Background: an optimization exercise with open tools, aiming at small area and a short achievable clock period. Do not read the settings as production practice. Only simulation tests tie the RTL to the original design; equivalence was not proved. No activity file was given, so power comes from the tool's default toggle rates.

==> raven <==
## fp_mul_top
module fp_mul_top (
    input  logic        clk,
    input  logic        arst_n,
    input  logic        in_valid,
    input  logic [31:0] fp_x,
    input  logic [31:0] fp_y,
    input  logic [2:0]  r_mode,
    output logic        out_valid,
    output logic [31:0] fp_z,
    output logic        ovrf,
    output logic        udrf
);
==> flow/config.mk <==
export PLATFORM = sky130hd
export DESIGN_NAME = fp_mul_top
export DESIGN_NICKNAME = fp_mul_top
export VERILOG_FILES = /design/flow/design.v
export SDC_FILE = /design/flow/constraint.sdc
export NUM_CORES = 4
export LEC_CHECK = 0
export ABC_AREA = 1
export CAP_MARGIN = 20
export CORE_MARGIN = 2
export CORE_UTILIZATION = 40
export SLEW_MARGIN = 20
==> flow/constraint.sdc <==
create_clock -name core_clock -period 8.5 [get_ports {clk}]
set_input_delay 1.7000 -clock core_clock [delete_from_list [all_inputs] [get_ports {clk}]]
set_output_delay 1.7000 -clock core_clock [all_outputs]
set_load 0.01 [all_outputs]
standard.sh (not shown) runs the stock make flow with config.mk's settings and CLKGATE_MAP_FILE= SYNTH_SCRIPT=/design/flow/synth_recipe.tcl, a recipe that flattens the netlist after the stock synthesis.
==> flow/flow/run.sh <==
#!/bin/bash
# The standard ORFS layout (standard.sh) with these changes to how it is made:
#  - synthesis is the standard script with Yosys's own pre-mapping ABC pass
#    skipped (synth -noabc), so the adder cells come out without inverters
#    between them; registers, flattening and renaming are unchanged
#  - port buffers are buf_1 cells
#  - CTS inserts no dummy loads
#  - the repair steps aim at a setup slack margin (flow/margin.txt) that stands
#    for a shorter clock period than the one signed off
# Each tool's output goes to flow_orfs.log and ORFS's own logs under orfs/logs.
set -euo pipefail
HERE=$(pwd)
MARGIN=$(cat flow/margin.txt)
bash standard.sh \
  SYNTH_SCRIPT="$HERE/flow/synth.tcl" \
  SETUP_SLACK_MARGIN="$MARGIN" \
  BUFFER_PORTS_ARGS="-buffer_cell sky130_fd_sc_hd__buf_1" \
  CTS_ARGS="-sink_clustering_enable -repair_clock_nets -dont_use_dummy_load" \
  finish > flow_orfs.log 2>&1
==> flow/flow/margin.txt <==
5
==> flow/flow/synth.tcl <==
proc synth {args} { yosys synth -nofsm -noshare -noabc {*}$args }
source $::env(SCRIPTS_DIR)/synth.tcl
# left out here: clear keep_hierarchy, flatten, clean up, hide names made inside functions, write 1_2_yosys.v
==> inputs of cedar, as changes to raven <==
==> flow/flow/run.sh (replaced) <==
#!/bin/bash
# The standard ORFS layout (standard.sh, with its standard synthesis) with
# these changes to how it is made:
#  - port buffers are buf_1 cells
#  - CTS runs with the arguments in flow/cts_args.txt (no dummy loads, smaller
#    clock buffers in smaller sink clusters)
#  - the platform's don't-use list is extended with the clock inverters
#    (flow/dont_use.txt), which repair otherwise sizes into weak low-power
#    variants on data paths
#  - the repair steps aim at a setup slack margin (flow/margin.txt) that stands
#    for a shorter clock period than the one signed off
# Each tool's output goes to flow_orfs.log and ORFS's own logs under orfs/logs.
set -euo pipefail
MARGIN=$(cat flow/margin.txt)
CTS_ARGS_FILE=$(cat flow/cts_args.txt)
DONT_USE=$(cat flow/dont_use.txt)
bash standard.sh \
  SETUP_SLACK_MARGIN="$MARGIN" \
  BUFFER_PORTS_ARGS="-buffer_cell sky130_fd_sc_hd__buf_1" \
  CTS_ARGS="$CTS_ARGS_FILE" \
  DONT_USE_CELLS="$DONT_USE" \
  finish > flow_orfs.log 2>&1
==> flow/flow/cts_args.txt (new file) <==
-sink_clustering_enable -repair_clock_nets -dont_use_dummy_load -buf_list {sky130_fd_sc_hd__clkbuf_4 sky130_fd_sc_hd__clkbuf_8} -sink_clustering_size 14 -sink_clustering_max_diameter 70
==> flow/flow/dont_use.txt (new file) <==
sky130_fd_sc_hd__probe_p_8 sky130_fd_sc_hd__probec_p_8 sky130_fd_sc_hd__lpflow_bleeder_1 sky130_fd_sc_hd__lpflow_clkbufkapwr_1 sky130_fd_sc_hd__lpflow_clkbufkapwr_16 sky130_fd_sc_hd__lpflow_clkbufkapwr_2 sky130_fd_sc_hd__lpflow_clkbufkapwr_4 sky130_fd_sc_hd__lpflow_clkbufkapwr_8 sky130_fd_sc_hd__lpflow_clkinvkapwr_1 sky130_fd_sc_hd__lpflow_clkinvkapwr_16 sky130_fd_sc_hd__lpflow_clkinvkapwr_2 sky130_fd_sc_hd__lpflow_clkinvkapwr_4 sky130_fd_sc_hd__lpflow_clkinvkapwr_8 sky130_fd_sc_hd__lpflow_decapkapwr_12 sky130_fd_sc_hd__lpflow_decapkapwr_3 sky130_fd_sc_hd__lpflow_decapkapwr_4 sky130_fd_sc_hd__lpflow_decapkapwr_6 sky130_fd_sc_hd__lpflow_decapkapwr_8 sky130_fd_sc_hd__lpflow_inputiso0n_1 sky130_fd_sc_hd__lpflow_inputiso0p_1 sky130_fd_sc_hd__lpflow_inputiso1n_1 sky130_fd_sc_hd__lpflow_inputiso1p_1 sky130_fd_sc_hd__lpflow_inputisolatch_1 sky130_fd_sc_hd__lpflow_isobufsrc_1 sky130_fd_sc_hd__lpflow_isobufsrc_16 sky130_fd_sc_hd__lpflow_isobufsrc_2 sky130_fd_sc_hd__lpflow_isobufsrc_4 sky130_fd_sc_hd__lpflow_isobufsrc_8 sky130_fd_sc_hd__lpflow_isobufsrckapwr_16 sky130_fd_sc_hd__lpflow_lsbuf_lh_hl_isowell_tap_1 sky130_fd_sc_hd__lpflow_lsbuf_lh_hl_isowell_tap_2 sky130_fd_sc_hd__lpflow_lsbuf_lh_hl_isowell_tap_4 sky130_fd_sc_hd__lpflow_lsbuf_lh_isowell_4 sky130_fd_sc_hd__lpflow_lsbuf_lh_isowell_tap_1 sky130_fd_sc_hd__lpflow_lsbuf_lh_isowell_tap_2 sky130_fd_sc_hd__lpflow_lsbuf_lh_isowell_tap_4 sky130_fd_sc_hd__clkinv_1 sky130_fd_sc_hd__clkinv_2 sky130_fd_sc_hd__clkinv_4 sky130_fd_sc_hd__clkinv_8 sky130_fd_sc_hd__clkinv_16 sky130_fd_sc_hd__clkinvlp_2 sky130_fd_sc_hd__clkinvlp_4
==> flow/flow/margin.txt (replaced) <==
4.8
removed: flow/flow/synth.tcl
==> inputs of maple, as changes to raven <==
==> flow/flow/run.sh (replaced) <==
#!/bin/bash
# The standard ORFS layout (standard.sh, with its standard synthesis) with
# these changes to how it is made:
#  - port buffers are buf_1 cells
#  - CTS runs with the arguments in flow/cts_args.txt (no dummy loads, smaller
#    clock buffers in smaller sink clusters)
#  - the platform's don't-use list is extended with the clock inverters
#    (flow/dont_use.txt), which repair otherwise sizes into weak low-power
#    variants on data paths
#  - the repair steps aim at a setup slack margin (flow/margin.txt) that stands
#    for a shorter clock period than the one signed off
# Each tool's output goes to flow_orfs.log and ORFS's own logs under orfs/logs.
set -euo pipefail
MARGIN=$(cat flow/margin.txt)
CTS_ARGS_FILE=$(cat flow/cts_args.txt)
DONT_USE=$(cat flow/dont_use.txt)
bash standard.sh \
  SETUP_SLACK_MARGIN="$MARGIN" \
  BUFFER_PORTS_ARGS="-buffer_cell sky130_fd_sc_hd__buf_1" \
  CTS_ARGS="$CTS_ARGS_FILE" \
  DONT_USE_CELLS="$DONT_USE" \
  finish > flow_orfs.log 2>&1
==> flow/flow/cts_args.txt (new file) <==
-sink_clustering_enable -repair_clock_nets -dont_use_dummy_load -buf_list {sky130_fd_sc_hd__clkbuf_4 sky130_fd_sc_hd__clkbuf_8} -sink_clustering_size 14 -sink_clustering_max_diameter 70
==> flow/flow/dont_use.txt (new file) <==
sky130_fd_sc_hd__probe_p_8 sky130_fd_sc_hd__probec_p_8 sky130_fd_sc_hd__lpflow_bleeder_1 sky130_fd_sc_hd__lpflow_clkbufkapwr_1 sky130_fd_sc_hd__lpflow_clkbufkapwr_16 sky130_fd_sc_hd__lpflow_clkbufkapwr_2 sky130_fd_sc_hd__lpflow_clkbufkapwr_4 sky130_fd_sc_hd__lpflow_clkbufkapwr_8 sky130_fd_sc_hd__lpflow_clkinvkapwr_1 sky130_fd_sc_hd__lpflow_clkinvkapwr_16 sky130_fd_sc_hd__lpflow_clkinvkapwr_2 sky130_fd_sc_hd__lpflow_clkinvkapwr_4 sky130_fd_sc_hd__lpflow_clkinvkapwr_8 sky130_fd_sc_hd__lpflow_decapkapwr_12 sky130_fd_sc_hd__lpflow_decapkapwr_3 sky130_fd_sc_hd__lpflow_decapkapwr_4 sky130_fd_sc_hd__lpflow_decapkapwr_6 sky130_fd_sc_hd__lpflow_decapkapwr_8 sky130_fd_sc_hd__lpflow_inputiso0n_1 sky130_fd_sc_hd__lpflow_inputiso0p_1 sky130_fd_sc_hd__lpflow_inputiso1n_1 sky130_fd_sc_hd__lpflow_inputiso1p_1 sky130_fd_sc_hd__lpflow_inputisolatch_1 sky130_fd_sc_hd__lpflow_isobufsrc_1 sky130_fd_sc_hd__lpflow_isobufsrc_16 sky130_fd_sc_hd__lpflow_isobufsrc_2 sky130_fd_sc_hd__lpflow_isobufsrc_4 sky130_fd_sc_hd__lpflow_isobufsrc_8 sky130_fd_sc_hd__lpflow_isobufsrckapwr_16 sky130_fd_sc_hd__lpflow_lsbuf_lh_hl_isowell_tap_1 sky130_fd_sc_hd__lpflow_lsbuf_lh_hl_isowell_tap_2 sky130_fd_sc_hd__lpflow_lsbuf_lh_hl_isowell_tap_4 sky130_fd_sc_hd__lpflow_lsbuf_lh_isowell_4 sky130_fd_sc_hd__lpflow_lsbuf_lh_isowell_tap_1 sky130_fd_sc_hd__lpflow_lsbuf_lh_isowell_tap_2 sky130_fd_sc_hd__lpflow_lsbuf_lh_isowell_tap_4 sky130_fd_sc_hd__clkinv_1 sky130_fd_sc_hd__clkinv_2 sky130_fd_sc_hd__clkinv_4 sky130_fd_sc_hd__clkinv_8 sky130_fd_sc_hd__clkinv_16 sky130_fd_sc_hd__clkinvlp_2 sky130_fd_sc_hd__clkinvlp_4
--- a/flow/config.mk
+++ b/flow/config.mk
@@ -8,5 +8,6 @@
 export ABC_AREA = 1
 export CAP_MARGIN = 20
 export CORE_MARGIN = 2
-export CORE_UTILIZATION = 40
+export CORE_UTILIZATION = 55
+export PLACE_DENSITY = 0.7
 export SLEW_MARGIN = 20
removed: flow/flow/synth.tcl
==> notes <==
Fmax, lowest first: cedar, maple, raven.
Critical path depth, lowest first: raven, cedar, maple.
The lowest non-clock buffer count belongs to maple, the highest to raven.
raven completed without violations. cedar went through all stages and came out clean. maple finished clean.
Combinational power, lowest first: raven, cedar, maple.

## what the ideal ports hide
In the flow no input, the clock included, has a driving cell. The finished layouts below were timed again as built, in two steps.
Step 1 (the two cells are an assumption about what drives the block):
set clk [get_ports {clk}]
set_driving_cell -lib_cell sky130_fd_sc_hd__clkbuf_16 $clk
set_driving_cell -lib_cell sky130_fd_sc_hd__buf_2 [delete_from_list [all_inputs] $clk]
Step 2 moves the port delays by t, midway between the first and last clock arrival at a register: inputs arrive t later, outputs are due t later. That takes back most of the time a late clock gives input paths.
a / b / c = no drivers / after step 1 / after step 2; a / b = the first two.
| run | t, ns | setup slack, ns | worst setup path at the end | clock arrival spread, ns | worst register clock-pin slew, ns |
|---|---|---|---|---|---|
| raven | 0.603 | 4.974 / 4.974 / 4.542 | input to register | 0.053 / 0.053 | 0.06 / 0.06 |
| cedar | 0.644 | 4.880 / 4.880 / 4.405 | input to register | 0.126 / 0.127 | 0.09 / 0.09 |
| maple | 0.643 | 4.973 / 4.973 / 4.531 | input to register | 0.072 / 0.073 | 0.09 / 0.09 |
After both steps every run listed still meets setup and hold. For cedar, which loses most, drivers alone change the setup slack by 0.000 ns; drivers and shift together by -0.475 ns.
